This design comes from an exercise in tuning for small area and a short achievable clock period on the open sky130 flow, not from production work.
In this exercise RTL edits were held to simulation tests only and were not proved equivalent to the original.
No driver is modelled on the clock port, so clocking that relies on it looks cheaper here than on a real chip.

===== flow/flow/abc_amap.script =====
strash
dch
amap
strash
dch
amap
topo
stime -c
buffer -c
upsize -c
dnsize -c

===== flow/constraint.sdc =====
create_clock -name core_clock -period 150.0 [get_ports {clk}]
set_input_delay 30.0000 -clock core_clock [delete_from_list [all_inputs] [get_ports {clk}]]
set_output_delay 30.0000 -clock core_clock [all_outputs]
set_load 0.01 [all_outputs]

===== flow/flow/run.sh =====
#!/bin/bash
# The standard ORFS layout with these changes:
#  - synthesis is the standard flow's own script, except that ABC maps the logic with an area-oriented
#    script (flow/abc_amap.script, written by flow/synth_patch.py); registers are unchanged;
#  - the ports get the smallest buffer;
#  - the clock tree uses no dummy loads, and its leaf buffers are downsized after CTS
#    (flow/cts_downsize.tcl) while flip-flop clock-pin slews stay under 100 ps.
set -euo pipefail
here=$(pwd)
python3 flow/synth_patch.py > synth_patch.log 2>&1
bash standard.sh \
  SYNTH_SCRIPT="$here/synth_recipe_amap.tcl" \
  BUFFER_PORTS_ARGS="-buffer_cell sky130_fd_sc_hd__buf_1" \
  CTS_ARGS="-sink_clustering_enable -repair_clock_nets -dont_use_dummy_load" \
  POST_CTS_TCL="$here/flow/cts_downsize.tcl" \
  finish > standard_flow.log 2>&1

===== flow/design.v =====
module mdu_ctrl (
  input  logic        clk,
  input  logic        reset,
  input  logic [3:0]  op,
  input  logic        valid,
  input  logic        flush,
  input  logic [31:0] A,
  input  logic [31:0] B,
  output logic        start,
  output logic        busy,
  output logic [31:0] out,
  output logic [31:0] HI,
  output logic [31:0] LO
);
  localparam int W = 35;
  logic        busy_q;
  logic [3:0]  cnt_q;       
  logic        md_q;        
  logic        sg_q;        
  logic        nr_q;        
  logic        qp_q;        
  logic [31:0] hi_q, lo_q;
  logic [31:0] m_q;         
  logic [35:0] q_q;         
  logic [W-1:0] r_q;        
  wire is_mul = (op == 4'd1) | (op == 4'd2);
  wire is_div = (op == 4'd3) | (op == 4'd4);
  wire is_sg  = (op == 4'd1) | (op == 4'd3);
  wire accept = valid & ~flush & ~busy_q;
  assign start = accept & (is_mul | is_div);
  assign busy  = busy_q;
  assign HI    = hi_q;
  assign LO    = lo_q;
  always_comb begin
    out = 32'd0;
    if (op == 4'd7)      out = hi_q;
    else if (op == 4'd8) out = lo_q;
  end
  wire first = (cnt_q == 4'h1);
  wire c4    = (cnt_q == 4'h3);
  wire c9    = (cnt_q == 4'hb);
  wire mfix  = ~md_q & c4;                 
  wire dfix  =  md_q & c9;                 
  wire last  = md_q ? c9 : c4;
  wire dstep =  md_q & ~c9;
  wire sd    = sg_q & m_q[31];             
  wire nq    = md_q & (sd ^ nr_q);         
  wire dz    = (m_q == 32'd0);
  wire [W-1:0] mx = {{(W-32){sd}}, m_q};
  logic       tsel [4];
  logic       r0u, r0l;
  logic       one [4], two [4], bneg [4];
  logic       dbit [4];
  logic       inv0;
  logic [W-1:0] s [4];
  always_comb begin
    for (int i = 0; i < 4; i++) begin
      one[i] = 1'b0; two[i] = 1'b0; bneg[i] = 1'b0; dbit[i] = 1'b0;
      tsel[i] = 1'b0;
    end
    r0u = 1'b0; r0l = 1'b0; inv0 = 1'b0;
    if (~md_q) begin
      if (~c4) begin
        for (int i = 0; i < 4; i++) begin
          logic x0, x1, x2;
          x0 = (i == 0) ? qp_q : q_q[2*i-1];
          x1 = q_q[2*i];
          x2 = q_q[2*i+1];
          one[i]  = x1 ^ x0;
          two[i]  = (x2 & ~x1 & ~x0) | (~x2 & x1 & x0);
          bneg[i] = x2;
          tsel[i] = 1'b1;
        end
        tsel[0] = ~first;
      end else begin
        tsel[0] = 1'b1; one[0] = ~sg_q & qp_q;
        tsel[3] = 1'b1;
      end
    end else begin
      if (~c9) begin
        for (int i = 0; i < 4; i++) begin
          dbit[i] = q_q[35-i];
          one[i]  = 1'b1;
        end
        r0l = ~first;
      end else begin
        r0u = 1'b1; inv0 = nr_q;
        two[1] = r_q[32]; bneg[1] = r_q[32] & (sd ^ nr_q);
        tsel[3] = 1'b1;
      end
    end
  end
  logic sprev [4];
  assign sprev[0] = first ? 1'b0 : r_q[32];
  assign sprev[1] = s[0][32];
  assign sprev[2] = s[1][32];
  assign sprev[3] = s[2][32];
  genvar gi, gj;
  generate
    for (gi = 0; gi < 4; gi++) begin : g_row
      logic [W-1:0] prev, ain, xv;
      logic [W:0]   cy;
      logic         neg, ivt;
      if (gi == 0) begin : g_p0
        assign prev = r_q;
      end else begin : g_pn
        assign prev = s[gi-1];
      end
      assign neg = dstep ? ~(sprev[gi] ^ sd) : bneg[gi];
      assign ivt = (gi == 0) ? inv0 : 1'b0;
      for (gj = 0; gj < W; gj++) begin : g_bit
        wire t_in = prev[(gj + 2 < W) ? gj + 2 : W-1];
        wire l_in = (gj == 0) ? dbit[gi] : prev[(gj > 0) ? gj-1 : 0];
        wire a0;
        if (gi == 0) begin : g_r0
          assign a0 = r0u ? prev[gj] : tsel[0] ? t_in : (r0l | (gj == 0)) ? l_in : 1'b0;
        end else begin : g_rn
          assign a0 = tsel[gi] ? t_in : l_in;
        end
        assign ain[gj] = a0 ^ ivt;
        if (gj == 0) begin : g_x0
          assign xv[gj] = (one[gi] & mx[gj]) ^ neg;
        end else begin : g_xn
          assign xv[gj] = ((one[gi] & mx[gj]) | (two[gi] & mx[gj-1])) ^ neg;
        end
        assign s[gi][gj]  = ain[gj] ^ xv[gj] ^ cy[gj];
        assign cy[gj+1]   = (ain[gj] & xv[gj]) | (cy[gj] & (ain[gj] ^ xv[gj]));
      end
      assign cy[0] = neg | ivt;
    end
  endgenerate
  wire        a_n    = (op == 4'd3) & A[31];
  wire [31:0] ng_in  = busy_q ? q_q[31:0] : A;
  wire        ng_en  = busy_q ? nq : a_n;
  wire [31:0] ng_out = ng_en ? (~ng_in + 32'd1) : ng_in;
  wire [31:0] a_abs  = ng_out;
  wire [31:0] res_lo = ng_out;
  always_ff @(posedge clk) begin
    r_q <= s[3];
    if (~busy_q) begin
      cnt_q <= 4'h1;
      md_q  <= is_div;
      sg_q  <= is_sg;
      nr_q  <= a_n;
      qp_q  <= 1'b0;
      m_q   <= B;
      q_q   <= {4'd0, a_abs};
    end else begin
      cnt_q <= {cnt_q[2:0], cnt_q[3] ^ cnt_q[2]};
      qp_q  <= q_q[7];
      q_q[35:32] <= q_q[31:28];
      if (~md_q)
        q_q[31:0] <= {s[3][1:0], s[2][1:0], s[1][1:0], s[0][1:0], q_q[31:8]};
      else
        q_q[31:0] <= {q_q[27:0], ~s[0][32], ~s[1][32], ~s[2][32], ~s[3][32]};
    end
  end
  wire wr_hi  = accept & (op == 4'd5);
  wire wr_lo  = accept & (op == 4'd6);
  wire commit = busy_q & last & ~(md_q & dz);
  wire [31:0] hi_d = ({32{wr_hi}} & A) | ({32{commit}} & s[3][31:0]) | ({32{~wr_hi & ~commit}} & hi_q);
  wire [31:0] lo_d = (wr_lo | commit) ? res_lo : lo_q;
  always_ff @(posedge clk or negedge reset) begin
    if (!reset) begin
      busy_q <= 1'b0;
      hi_q   <= 32'd0;
      lo_q   <= 32'd0;
    end else begin
      busy_q <= busy_q ? ~last : start;
      hi_q   <= hi_d;
      lo_q   <= lo_d;
    end
  end
endmodule

===== flow/standard.sh =====
#!/bin/bash
# synth_recipe.tcl (not shown) runs the flow's synth.tcl, then flattens the netlist and writes it again
# the make line also repeats each setting of config.mk as NAME=value (left out here)
make -C /OpenROAD-flow-scripts/flow DESIGN_CONFIG=/design/flow/config.mk WORK_HOME=/design/flow/orfs CLKGATE_MAP_FILE= SYNTH_SCRIPT=/design/flow/synth_recipe.tcl "${@:-finish}"

===== flow/flow/synth_patch.py =====
"""Writes this flow's synthesis scripts into the work folder: bench's synth_recipe.tcl with ORFS's
synth.tcl replaced by a copy whose only change is that ABC's technology mapping runs
flow/abc_amap.script (area-oriented mapping) instead of ORFS's delay-oriented script.
Registers are not touched by that ABC call, so they come out as in the standard synthesis."""
import os, sys

work = os.getcwd()
flow_home = os.environ["FLOW_HOME"]
abc_script = os.path.join(work, "flow", "abc_amap.script")

src = open(os.path.join(flow_home, "scripts", "synth.tcl")).read()
anchor = "source $::env(SCRIPTS_DIR)/synth_preamble.tcl\n"
if src.count(anchor) != 1:
    sys.exit("synth.tcl: preamble line not found")
src = src.replace(
    anchor,
    anchor + "set abc_args [lreplace $abc_args 1 1 {%s}]\nputs \"abc args: $abc_args\"\n" % abc_script,
)
open(os.path.join(work, "synth_amap.tcl"), "w").write(src)

bench = open(os.path.join(work, "synth_recipe.tcl")).read()
line = "source $::env(SCRIPTS_DIR)/synth.tcl\n"
if bench.count(line) != 1:
    sys.exit("synth_recipe.tcl: synth.tcl line not found")
bench = bench.replace(line, "source {%s}\n" % os.path.join(work, "synth_amap.tcl"))
open(os.path.join(work, "synth_recipe_amap.tcl"), "w").write(bench)

===== flow/config.mk =====
export PLATFORM = sky130hd
export DESIGN_NAME = mdu_ctrl
export DESIGN_NICKNAME = mdu_ctrl
export VERILOG_FILES = /design/flow/design.v
export SDC_FILE = /design/flow/constraint.sdc
export NUM_CORES = 4
export LEC_CHECK = 0
export CAP_MARGIN = 20
export CORE_MARGIN = 2
export CORE_UTILIZATION = 65
export PLACE_DENSITY = 0.75
export SLEW_MARGIN = 20

===== flow/flow/cts_downsize.tcl =====
set my_slew_cap_ns 0.100

proc my_clk_pin_slew_max {} {
  set worst 0.0
  foreach pin [all_registers -clock_pins] {
    foreach edge {rise fall} {
      foreach an {min max} {
        set s [get_property $pin slew_${an}_$edge]
        if {$s > $worst} { set worst $s }
      }
    }
  }
  return $worst
}

estimate_parasitics -placement
puts "clock downsize: clock pin slew before [my_clk_pin_slew_max] ns"
foreach inst [[ord::get_db_block] getInsts] {
  if {[[$inst getMaster] getName] ne "sky130_fd_sc_hd__clkbuf_16"} { continue }
  set name [$inst getName]
  set onet [[$inst findITerm X] getNet]
  set inet [[$inst findITerm A] getNet]
  if {$onet eq "NULL" || $inet eq "NULL"} { continue }
  if {[$onet getSigType] ne "CLOCK"} { continue }
  # keep the root buffer, the one the clock port drives
  if {[llength [$inet getBTerms]] > 0} { continue }
  foreach cand {sky130_fd_sc_hd__clkbuf_4 sky130_fd_sc_hd__clkbuf_8} {
    replace_cell [get_cells $name] $cand
    estimate_parasitics -placement
    if {[my_clk_pin_slew_max] <= $my_slew_cap_ns} {
      puts "clock downsize: $name -> $cand"
      break
    }
    replace_cell [get_cells $name] sky130_fd_sc_hd__clkbuf_16
    estimate_parasitics -placement
  }
}
puts "clock downsize: clock pin slew after [my_clk_pin_slew_max] ns"

==> impl_metrics.csv, run 1 <==
group,metric,value,unit
yosys,synthCells,1720,
placed_design,io_buffers,169,
job,drv_cap,0,
cells_and_area,fillers,1781,
yosys,async_flop_share,0.369,
hold_path,hp-class,"flip-flop to flip-flop",
yosys,synth_top_area_frac,0.187,
critical_path,critPathMaxStageDelay,750,ps
global_route,grt_pass1_wl,73400,µm
detailed_routing,wirelength,46100,µm
yosys,synth_common_cells,"281 x o22ai_1, 164 x nor2_1, 156 x o21ai_0",
detailed_routing,num_vias,14300,
clock_network,path_clk_slew,80,ps
placed_design,dp.cells,2063,
sta,fin_skew,26.4,ps
placed_design,gp_congestion,0.954,
detailed_routing,drt_first_pass_iters,6,
sta,drv_slew,0,
yosys,synth_area,14200,µm²
sta,fmax,16.2,MHz
sta,holdWs,461,ps
critical_path,slowest_stage,"or3_2",
detailed_routing,viasPerCell,6.86,
yosys,synth_edf_count,35,
critical_path,cp_common_cell,"buf_1",
detailed_routing,drc_errors,0,
critical_path,end_kind,"primary output",
sta,relSlewSlack,0.327,
cells_and_area,final_cells,2081,
global_route,antenna_found_initial,2,
sta,worst-slew-pin-transition,1000,ps
critical_path,critPathTopFamily,"simple AND/OR/NAND/NOR gates",
yosys,yosys_register_bits,176,
run_status,status,"no timing/DRC/antenna violations",
floorplanning,fp.dieH,152,µm
floorplanning,num_rows,54,
detailed_routing,wire_per_inst,22.2,µm
floorplanning,fp.dieW,152,µm
sta,setup_violations,0,
yosys,yosysUniqueCellTypes,49,
cells_and_area,syn_to_final_growth,7.49,%
detailed_routing,antenna_left,0,
placed_design,hpwl,33900,µm
detailed_routing,first_iter_violations,1803,
critical_path,crit_fanout,32,
critical_path,crit_arrival,31550,ps
yosys,synth_fp_nets,1928,
critical_path,crit_type,"input port to primary output",
yosys,ys_warn_count,8,
sta,fin_crit_sh,0.410,
critical_path,cp-start-kind,"input port",
yosys,yosys.cell_count.top_type,"o22ai_1",
clock_network,clock_latency,390,ps
sta,fin_setup_tns,0,ps
clock_network,cts_sinks,176,
cells_and_area,drive_above_1_share,0.0494,
yosys,synthFlopType,"dfxtp_1",
critical_path,path_buf_inv,3,
cells_and_area,nNetsFinal,2010,
floorplanning,dieArea,23100,µm²
global_route,grt_start_max_net_pins,80,
critical_path,path_cells,"buf_1, nor2_1, inv_1, or3_2, o22ai_1, buf_1",
floorplanning,ios,170,
yosys,avgSynthCellArea,8.27,µm²
yosys,yosys.area.top_type,"fa_1",
clock_network,cts_tree,"done",
cells_and_area,fin_area,15300,µm²
global_route,grt_remaining_overflow,0,
placed_design,place_area,15000,µm²
cells_and_area,post-route-util,0.707,
global_route,grt_use_total,0.399,
yosys,yosysSeqAreaShare,0.295,
sta,period_minus_slack,61550,ps
critical_path,cp.required,120000,ps
global_route,grt_pass1_vias,13600,
yosys,synth_area_leaders,"fa_1 19%, o22ai_1 12%, dfrtp_1 11%",
floorplanning,core-area,21600,µm²
sta,rsz0062_at_grt,"false",
sta,hold_viol,0,
floorplanning,start_util,0.658,
-- metal layers --
metal | routed length, µm | global-route usage | vias up | share of wire
met5 | 0 | 0 | - | 0
met1 | 17400 | 0.537 | 6644 | 0.38
li1 | - | - | 6419 | -
met2 | 21100 | 0.637 | 1016 | 0.46
met4 | 2210 | 0.171 | 0 | 0.048
met3 | 5390 | 0.0787 | 188 | 0.12
-- state kept, by name (all words and copies together) (netlist names) --
| register | count |
|---|---|
| lo_q | 32 |
| q_q | 36 |
| md_q | 1 |
| qp_q | 1 |
| r_q | 35 |
| cnt_q | 4 |
| busy_q | 1 |
| sg_q | 1 |
| m_q | 32 |
| hi_q | 32 |
| nr_q | 1 |
-- logic make-up after synthesis --
kind of cell | count (synthesis) | share of synthesized area
compound gates | 754 | 0.332
flops | 176 | 0.295
simple gates | 345 | 0.100
xor+xnor | 4 | 0.00246
fa+ha+maj | 136 | 0.190
buf+inv | 305 | 0.0807
-- worst paths after layout --
kind | from | to | slack [ps] | cells after the start
worst max-delay path | op[1] | out[12] | 88450 | 6
worst min register to register | cnt_q[0] | cnt_q[1] | 460 | 2
min in group asynchronous | reset | busy_q | 29760 | 2
max in group asynchronous | reset | hi_q[12] | 119700 | 2
worst min-delay path | cnt_q[0] | cnt_q[1] | 460 | 2
worst max register to register | md_q | q_q[0] | 88930 | 167
-- area by class of cell --
cell class / count / area [µm²] / share of cell area
sequential: 176 / 4200 / 0.275
antenna: 1 / 2.50 / 0.000164
inverter: 168 / 632 / 0.0413
clock buffer: 17 / 249 / 0.0163
multi-input combinational: 1239 / 8990 / 0.588
timing repair buffer: 200 / 868 / 0.0568
tap: 280 / 350 / 0.0229
-- worst register-to-register path: cells and delay by family (launching register included) --
kind,cells,cell delay (ps)
flip-flops,1,340
buffers and inverters,22,4640
AO/OA/AOI/OAI,12,2260
adder cells (fa/ha/maj),129,52280
AND/OR/NAND/NOR,4,1350
-- cells in the final DEF, fill, tap and decap left out, types with 7 or more instances in the layout --
| master | netlist | layout |
|---|---|---|
| o22ai_1 | 281 | 279 |
| buf_1 | 28 | 168 |
| nor2_1 | 164 | 162 |
| o21ai_0 | 156 | 156 |
| inv_1 | 150 | 150 |
| fa_1 | 133 | 133 |
| nand2_1 | 132 | 131 |
| a21oi_1 | 132 | 129 |
| dfxtp_1 | 76 | 76 |
| dfrtp_1 | 65 | 64 |
| o22a_1 | 49 | 49 |
| a22oi_1 | 38 | 38 |
| a221oi_1 | 35 | 35 |
| edfxtp_1 | 35 | 35 |
| buf_4 | 1 | 31 |
| o21ai_1 | 15 | 13 |
| clkbuf_8 | 0 | 11 |
| clkinv_1 | 10 | 10 |
| nor2b_1 | 10 | 10 |
| a222oi_1 | 9 | 9 |
| nand3_1 | 8 | 8 |
| inv_2 | 8 | 7 |
-- stage by stage --
stage | setup slack, ps
global route | 86820
detailed placement | 88370
global placement | 88480
floorplan | 88960
finish | 88450
==> inputs of run 2 (changes only) <==
==> flow/flow/abc_amap.script (replaced) <==
strash
dch
amap
topo
stime -c
buffer -c
upsize -c
dnsize -c
--- a/flow/config.mk
+++ b/flow/config.mk
@@ -9,4 +9,3 @@
 export CORE_MARGIN = 2
 export CORE_UTILIZATION = 65
-export PLACE_DENSITY = 0.75
 export SLEW_MARGIN = 20
==> run 2 against run 1 <==
Against the previous run:
- area after synthesis is 0.96% higher
- hold slack better by 17 ps
- critical path type unchanged
==> impl_metrics.csv, run 2 <==
group,metric,value,unit
yosys,synth_compound_area_frac,0.326,
yosys,synthFlopType,"dfxtp_1",
global_route,gr-max-usage-layer,"met2",
yosys,yosysUniqueCellTypes,57,
hold_path,holdPathStages,2,
global_route,grt_pass1_vias,13400,
yosys,synth-simple-area-share,0.105,
floorplanning,start_util,0.660,
placed_design,io_buffers,169,
global_route,use_met3,0.101,
detailed_routing,drt_first_pass_iters,7,
cells_and_area,final_cell_mix,"281 x o22ai_1, 181 x nor2_1, 168 x buf_1, 160 x inv_1, 143 x a21oi_1",
critical_path,crit_arrival,31050,ps
critical_path,ff2ff_path_depth,167,
sta,holdWs,478,ps
hold_path,hp-class,"flip-flop to flip-flop",
sta,worst-slew-pin-transition,1050,ps
clock_network,cts_sinks,176,
global_route,antenna_found_initial,0,
critical_path,reg2reg_slack,89080,ps
yosys,yosys_register_bits,176,
critical_path,crit_fanout,32,
yosys,yosysSeqAreaShare,0.292,
critical_path,r2r-end,"q_q[0]",
yosys,avgSynthCellArea,8.29,µm²
global_route,grt_pass1_wl,73400,µm
sta,rsz0062_at_grt,"false",
yosys,synth_xor_area_frac,0.00427,
cells_and_area,syn_to_final_growth,7.05,%
placed_design,pre_cts_ws,88950,ps
critical_path,crit_path_start,"op[1]",
detailed_routing,drc_errors,0,
sta,period_minus_slack,61050,ps
critical_path,cp-start-kind,"input port",
global_route,grt_remaining_overflow,0,
critical_path,timing.rr.start,"md_q",
yosys,synth_top_area_frac,0.185,
yosys,synthCells,1733,
cells_and_area,drive_above_1_share,0.0546,
hold_path,worstHoldEndpoint,"cnt_q[2]",
yosys,synth_top_family_by_area,"compound AO/OA/AOI/OAI gates",
yosys,synth_edf_count,35,
floorplanning,num_rows,54,
cells_and_area,nNetsFinal,2023,
clock_network,path_clk_slew,90,ps
detailed_routing,first_iter_violations,2073,
placed_design,dp.cells,2076,
cells_and_area,mostFrequentLayoutCell,"o22ai_1",
sta,worst_slack,88950,ps
sta,fin_crit_sh,0.407,
yosys,async_flop_share,0.369,
sta,fin_setup_tns,0,ps
global_route,grt_use_total,0.399,
yosys,yosys.cell_count.top_type,"o22ai_1",
cells_and_area,final_cells,2093,
detailed_routing,wire_per_inst,22.2,µm
cells_and_area,fin_area,15400,µm²
hold_path,hold_path_startpoint,"cnt_q[1]",
detailed_routing,viasPerCell,6.83,
yosys,ys_warn_count,8,
cells_and_area,largestRegisters,"q_q x36, r_q x35",
critical_path,end_kind,"primary output",
yosys,synthMuxAreaShare,0,
floorplanning,fp.dieW,153,µm
critical_path,cp.required,120000,ps
placed_design,hpwl,33500,µm
sta,setup_violations,0,
floorplanning,dieArea,23300,µm²
floorplanning,ios,170,
clock_network,cts_tree,"done",
cells_and_area,post-route-util,0.707,
detailed_routing,num_vias,14300,
cells_and_area,largest_reg_flops,36,
run_status,status,"no timing/DRC/antenna violations",
floorplanning,fp.dieH,153,µm
yosys,synth_fa_ha_area_frac,0.188,
sta,drv_slew,0,
critical_path,slowest_stage,"buf_4",
detailed_routing,antenna_left,0,
critical_path,cp_common_cell,"buf_1",
yosys,synth_area,14400,µm²
yosys,synth_fp_nets,1941,
floorplanning,core-area,21800,µm²
critical_path,crit_type,"input port to primary output",
placed_design,gp_congestion,0.950,
critical_path,critPathMaxStageDelay,320,ps
global_route,groute.layer.met2.usage,0.578,
sta,relSlewSlack,0.302,
critical_path,path_cells,"buf_1, nor2_1, nand3_1, buf_4, o22ai_1, buf_1",
cells_and_area,antennaDiodeCount,0,
yosys,yosys.area.top_type,"fa_1",
job,drv_cap,0,
sta,hold_viol,0,
global_route,grt_start_max_net_pins,79,
sta,fmax,16.4,MHz
placed_design,place_area,15100,µm²
clock_network,clock_latency,400,ps
yosys,synth_common_cells,"281 x o22ai_1, 183 x nor2_1, 160 x inv_1",
cells_and_area,regMostFlops,"q_q",
detailed_routing,wirelength,46400,µm
yosys,synth_area_leaders,"fa_1 19%, o22ai_1 12%, dfrtp_1 11%",
cells_and_area,fillers,1813,
sta,fin_skew,35.5,ps
global_route,grt.met1_usage,0.578,
run 2: cell types whose count changed after synthesis, sizes merged, moves of 11 or more:
cell / previous run / this run
o21ai: 174 / 135
a221oi: 35 / 2
nor2: 165 / 185
a21oi: 134 / 150
inv: 158 / 172
a222oi: 9 / 20
a32oi: 0 / 11
run 2: how the worst max path moves through the flow:
| stage | endpoint |
|---|---|
| global placement | out[29] |
| floorplan | out[0] |
| finish | out[15] |
| global route | q_q[0] |
| detailed placement | out[6] |
run 2: critical path: cells and delay by family:
family | cells | cell delay [ps]
simple gates | 2 | 210
buf+inv | 3 | 690
compound gates | 1 | 130
run 2: cell type report:
type                       count  area, µm²  share of cell area
inverter                     178        671              0.0436
tap                          280        350              0.0228
multi-input combinational   1241       9030               0.588
timing repair buffer         201        876              0.0570
clock buffer                  17        243              0.0158
sequential                   176       4200               0.273
run 2: logic make-up (layout without fill, tap and decap cells):
kind of cell / after synthesis / count (layout)
AOI/OAI and AO/OA: 736 / 736
and+or+nand+nor: 362 / 362
buffers and inverters: 316 / 396
DFF: 176 / 176
adders and majority gates: 136 / 136
xor gates and xnor gates: 7 / 7
run 2: layer usage:
metal	routed length (µm)	up-vias
met5	0	-
met4	2070	0
met3	6300	147
met2	19700	1038
met1	18300	6663
li1	-	6453
==> inputs of run 3 (changes only) <==
==> flow/flow/abc_amap.script (replaced) <==
strash
dch
amap
strash
dch
amap
topo
stime -c
buffer -c
upsize -c
dnsize -c
==> run 3 against run 2 <==
Against the previous run:
- hold slack got worse by 17 ps
- critical path depth did not move
- global-route usage barely moved
- largest cell class unchanged
==> impl_metrics.csv, run 3 <==
group,metric,value,unit
placed_design,hpwl,33900,µm
global_route,antenna_found_initial,2,
yosys,yosys.area.top_type,"fa_1",
cells_and_area,final_cells,2081,
floorplanning,start_util,0.658,
yosys,synth_edf_count,35,
clock_network,cts_tree,"done",
floorplanning,dieArea,23100,µm²
cells_and_area,drive_above_1_share,0.0494,
floorplanning,ios,170,
hold_path,worstHoldEndpoint,"cnt_q[1]",
global_route,grt_pass1_vias,13600,
job,drv_cap,0,
yosys,synthCells,1720,
sta,hold_viol,0,
yosys,synth_area,14200,µm²
yosys,synth_common_cells,"281 x o22ai_1, 164 x nor2_1, 156 x o21ai_0",
yosys,synthFlopType,"dfxtp_1",
cells_and_area,largestRegisters,"q_q x36, r_q x35",
sta,fin_crit_sh,0.410,
critical_path,end_kind,"primary output",
detailed_routing,drt_first_pass_iters,6,
yosys,yosysSeqAreaShare,0.295,
detailed_routing,viasPerCell,6.86,
cells_and_area,syn_to_final_growth,7.49,%
cells_and_area,fin_area,15300,µm²
sta,drv_slew,0,
yosys,synth_area_leaders,"fa_1 19%, o22ai_1 12%, dfrtp_1 11%",
critical_path,crit_fanout,32,
placed_design,dp.cells,2063,
critical_path,cp.required,120000,ps
hold_path,hp-class,"flip-flop to flip-flop",
yosys,yosysUniqueCellTypes,49,
global_route,grt_start_max_net_pins,80,
placed_design,gp_congestion,0.954,
global_route,grt_use_total,0.399,
run_status,status,"no timing/DRC/antenna violations",
yosys,avgSynthCellArea,8.27,µm²
clock_network,path_clk_slew,80,ps
global_route,grt_remaining_overflow,0,
sta,setup_violations,0,
sta,period_minus_slack,61550,ps
critical_path,ff2ff_path_depth,167,
yosys,yosys_register_bits,176,
placed_design,io_buffers,169,
cells_and_area,regMostFlops,"q_q",
floorplanning,fp.dieW,152,µm
floorplanning,core-area,21600,µm²
placed_design,place_area,15000,µm²
yosys,synth_fp_nets,1928,
critical_path,crit_type,"input port to primary output",
sta,relSlewSlack,0.327,
cells_and_area,final_cell_mix,"279 x o22ai_1, 168 x buf_1, 162 x nor2_1, 156 x o21ai_0, 150 x inv_1",
global_route,grt_pass1_wl,73400,µm
placed_design,pre_cts_ws,88370,ps
clock_network,cts_sinks,176,
yosys,ys_warn_count,8,
detailed_routing,wire_per_inst,22.2,µm
floorplanning,num_rows,54,
cells_and_area,largest_reg_flops,36,
sta,rsz0062_at_grt,"false",
yosys,async_flop_share,0.369,
critical_path,timing.rr.start,"md_q",
yosys,yosys.cell_count.top_type,"o22ai_1",
sta,fmax,16.2,MHz
hold_path,hold_path_startpoint,"cnt_q[0]",
clock_network,clock_latency,390,ps
sta,worst_slack,88450,ps
cells_and_area,nNetsFinal,2010,
sta,fin_setup_tns,0,ps
critical_path,cp-start-kind,"input port",
cells_and_area,mostFrequentLayoutCell,"o22ai_1",
sta,fin_skew,26.4,ps
hold_path,holdPathStages,2,
critical_path,crit_arrival,31550,ps
detailed_routing,drc_errors,0,
yosys,synth_top_area_frac,0.187,
detailed_routing,antenna_left,0,
detailed_routing,num_vias,14300,
sta,worst-slew-pin-transition,1000,ps
critical_path,r2r-end,"q_q[0]",
critical_path,reg2reg_slack,88930,ps
floorplanning,fp.dieH,152,µm
detailed_routing,wirelength,46100,µm
detailed_routing,first_iter_violations,1803,
run 3: cell types whose count changed in the layout (fill, tap and decap cells not counted), moves of 5 or more:
cell / previous run / this run
a221oi_1: 2 / 35
nor3_1: 1 / 6
a32oi_1: 10 / 0
a21oi_1: 143 / 129
a222oi_1: 20 / 9
inv_1: 160 / 150
o21ai_0: 121 / 156
nor2_1: 181 / 162
o221ai_1: 15 / 5
run 3: worst max-delay path: stages:
cell	delay, ps
buf_1	130
nor2_1	160
inv_1	60
or3_2	750
o22ai_1	240
buf_1	190
run 3: worst max-delay path by stage:
stage          startpoint  endpoint  slack, ps
2_1_floorplan       op[1]    out[0]      88960
6_report            op[1]   out[12]      88450
5_1_grt              md_q    q_q[0]      86820
3_5_place_dp        op[1]   out[20]      88370
3_3_place_gp        op[1]   out[14]      88480
run 3: cell type report:
| type | instances | area [µm²] |
|---|---|---|
| antenna | 1 | 2.50 |
| tap | 280 | 350 |
| multi-input combinational | 1239 | 8990 |
| inverter | 168 | 632 |
| clock buffer | 17 | 249 |
| fill | 1781 | 6330 |
| timing repair buffer | 200 | 868 |
| sequential | 176 | 4200 |
run 3: stage by stage:
| step | hold slack, ps | utilization |
|---|---|---|
| after floorplan | 422 | - |
| after global placement | 438 | 0.695 |
| after detailed placement | 442 | 0.695 |
| after global routing | 489 | 0.707 |
| final | 461 | 0.707 |
run 3: cells by family after synthesis:
group | count (synthesis) | share of synthesized area
simple gates | 345 | 0.100
xor+xnor | 4 | 0.00246
compound gates | 754 | 0.332
fa+ha+maj | 136 | 0.190
flops | 176 | 0.295
buf+inv | 305 | 0.0807
run 3: metal layers:
| layer | wire, µm | track usage | vias to the layer above |
|---|---|---|---|
| met4 | 2210 | 0.171 | 0 |
| met1 | 17400 | 0.537 | 6644 |
| met2 | 21100 | 0.637 | 1016 |
| met5 | 0 | 0 | - |
| met3 | 5390 | 0.0787 | 188 |
| li1 | - | - | 6419 |
==> inputs of run 4 (changes only) <==
--- a/flow/config.mk
+++ b/flow/config.mk
@@ -9,3 +9,4 @@
 export CORE_MARGIN = 2
 export CORE_UTILIZATION = 65
+export PLACE_DENSITY = 0.85
 export SLEW_MARGIN = 20
==> run 4 against run 3 <==
Against the previous run:
- synthesized cell count stayed put
- critical path type unchanged
- clock-buffer cell count stayed put
- clock skew is 8.0 ps higher
- highest routed layer is now met5
- critical path depth stayed put
- cell count stayed put
- utilization hardly changed
- design area hardly changed
- largest cell class unchanged
- still clean on timing, DRC and antenna
==> impl_metrics.csv, run 4 <==
group,metric,value,unit
yosys,yosysUniqueCellTypes,49,
sta,drv_slew,0,
yosys,yosysSeqAreaShare,0.295,
critical_path,cp-start-kind,"input port",
sta,fin_skew,34.4,ps
critical_path,cp.required,120000,ps
floorplanning,ios,170,
global_route,grt_start_max_net_pins,69,
run_status,status,"no timing/DRC/antenna violations",
global_route,grt_pass1_vias,13600,
cells_and_area,syn_to_final_growth,7.53,%
critical_path,crit_type,"input port to primary output",
clock_network,cts_sinks,176,
yosys,synth_area,14200,µm²
placed_design,gp_congestion,0.965,
critical_path,reg2reg_slack,89560,ps
yosys,synthCells,1720,
floorplanning,core-area,21600,µm²
cells_and_area,nNetsFinal,2010,
critical_path,end_kind,"primary output",
yosys,synth_top_area_frac,0.187,
detailed_routing,num_vias,14300,
hold_path,holdPathStages,2,
yosys,synthFlopType,"dfxtp_1",
sta,relSlewSlack,0.228,
sta,period_minus_slack,61570,ps
detailed_routing,antenna_left,0,
yosys,synth_area_leaders,"fa_1 19%, o22ai_1 12%, dfrtp_1 11%",
floorplanning,start_util,0.658,
sta,rsz0062_at_grt,"false",
cells_and_area,drive_above_1_share,0.0494,
hold_path,worstHoldEndpoint,"cnt_q[1]",
yosys,synth_common_cells,"281 x o22ai_1, 164 x nor2_1, 156 x o21ai_0",
placed_design,hpwl,33600,µm
global_route,grt_use_total,0.392,
floorplanning,fp.dieW,152,µm
floorplanning,dieArea,23100,µm²
global_route,grt_remaining_overflow,0,
hold_path,hp-class,"flip-flop to flip-flop",
sta,hold_viol,0,
detailed_routing,drc_errors,0,
yosys,avgSynthCellArea,8.27,µm²
yosys,yosys.area.top_type,"fa_1",
detailed_routing,viasPerCell,6.89,
sta,fin_setup_tns,0,ps
yosys,ys_warn_count,8,
yosys,synth_edf_count,35,
cells_and_area,fin_area,15300,µm²
detailed_routing,first_iter_violations,1709,
critical_path,ff2ff_path_depth,167,
sta,fin_crit_sh,0.410,
cells_and_area,mostFrequentLayoutCell,"o22ai_1",
yosys,yosys_register_bits,176,
placed_design,io_buffers,169,
yosys,synth_fp_nets,1928,
sta,worst-slew-pin-transition,1160,ps
cells_and_area,largest_reg_flops,36,
yosys,yosys.cell_count.top_type,"o22ai_1",
sta,setup_violations,0,
yosys,async_flop_share,0.369,
clock_network,cts_tree,"done",
floorplanning,fp.dieH,152,µm
cells_and_area,fillers,1697,
global_route,antenna_found_initial,4,
clock_network,path_clk_slew,80,ps
sta,fmax,16.2,MHz
detailed_routing,drt_first_pass_iters,9,
cells_and_area,final_cells,2081,
critical_path,r2r-end,"r_q[34]",
critical_path,crit_arrival,31570,ps
cells_and_area,regMostFlops,"q_q",
critical_path,timing.rr.start,"md_q",
placed_design,dp.cells,2063,
cells_and_area,final_cell_mix,"279 x o22ai_1, 168 x buf_1, 162 x nor2_1, 156 x o21ai_0, 150 x inv_1",
detailed_routing,wire_per_inst,22.2,µm
cells_and_area,largestRegisters,"q_q x36, r_q x35",
global_route,grt_pass1_wl,72200,µm
detailed_routing,wirelength,46100,µm
floorplanning,num_rows,54,
placed_design,place_area,15000,µm²
clock_network,clock_latency,420,ps
hold_path,hold_path_startpoint,"cnt_q[0]",
critical_path,crit_fanout,32,
sta,holdWs,465,ps
job,drv_cap,0,
## run 4: cell count changes in the layout (fill, tap and decap cells not counted)
| cell | previous run | this run |
|---|---|---|
| clkbuf_4 | 3 | 2 |
| clkbuf_8 | 11 | 12 |
## run 4: worst max-delay path by stage
stage / depth (start not counted) / end / slack, ps / startpoint
3_5_place_dp: 5 / out[1] / 88310 / op[1]
3_3_place_gp: 6 / out[2] / 88450 / op[1]
5_1_grt: 167 / r_q[34] / 87590 / md_q
2_1_floorplan: 6 / out[0] / 88960 / op[1]
6_report: 6 / out[1] / 88430 / op[1]
## run 4: metal layers
layer | part of all wire | global-route usage | up-vias
met5 | 0.00063 | 0 | -
met2 | 0.46 | 0.635 | 1087
li1 | - | - | 6422
met4 | 0.050 | 0.182 | 4
met3 | 0.12 | 0.0830 | 198
met1 | 0.37 | 0.510 | 6624
## run 4: worst max-delay path, cell delays in order
cell	delay (ps)
buf_1	150
nor2_1	170
inv_1	70
or3_2	750
o22ai_1	240
buf_1	180
## run 4: cell type report
type	instances	area, µm²	area share
Multi-Input combinational cell	1239	8990	0.588
Tap cell	280	350	0.0229
Timing Repair Buffer	200	868	0.0568
Inverter	168	632	0.0413
Sequential cell	176	4200	0.275
Antenna cell	1	2.50	0.000164
Clock buffer	17	255	0.0167
## run 4: logic make-up after synthesis
family,Yosys count,synth area share
compound gates,754,0.332
xor+xnor,4,0.00246
fa+ha+maj,136,0.190
buf+inv,305,0.0807
flops,176,0.295
simple gates,345,0.100
## run 4: stage by stage
step | util | setup WS, ps
after floorplan | - | 88960
after global placement | 0.695 | 88450
after detailed placement | 0.695 | 88310
after global routing | 0.707 | 87590
final | 0.707 | 88430

-- afterwards: timing with drivers on the ports --
In the flow no input, the clock included, has a driving cell. The finished layouts below were timed again as built, in two steps. Step 1: set_driving_cell puts a clkbuf_16 on clk and a buf_2 on each other input, an assumption about the parent block. Step 2 also shifts input and output timing later by t, the mid clock arrival at the registers, as if the neighbouring blocks saw the same clock. Three values: ideal, step 1, step 2; two values: the first two.
run	t (ns)	slack for setup (ns)	hold slack, ns	latest minus earliest clock arrival (ns)
run 1	0.432	88.449 / 88.422 / 88.422	0.461 / 0.461 / 0.461	0.027 / 0.027
run 2	0.436	88.947 / 88.923 / 88.923	0.478 / 0.478 / 0.478	0.035 / 0.036
run 3	0.432	88.449 / 88.422 / 88.422	0.461 / 0.461 / 0.461	0.027 / 0.027
run 4	0.448	88.432 / 88.410 / 88.410	0.465 / 0.465 / 0.465	0.035 / 0.035
After both steps setup and hold are still met in every run listed.
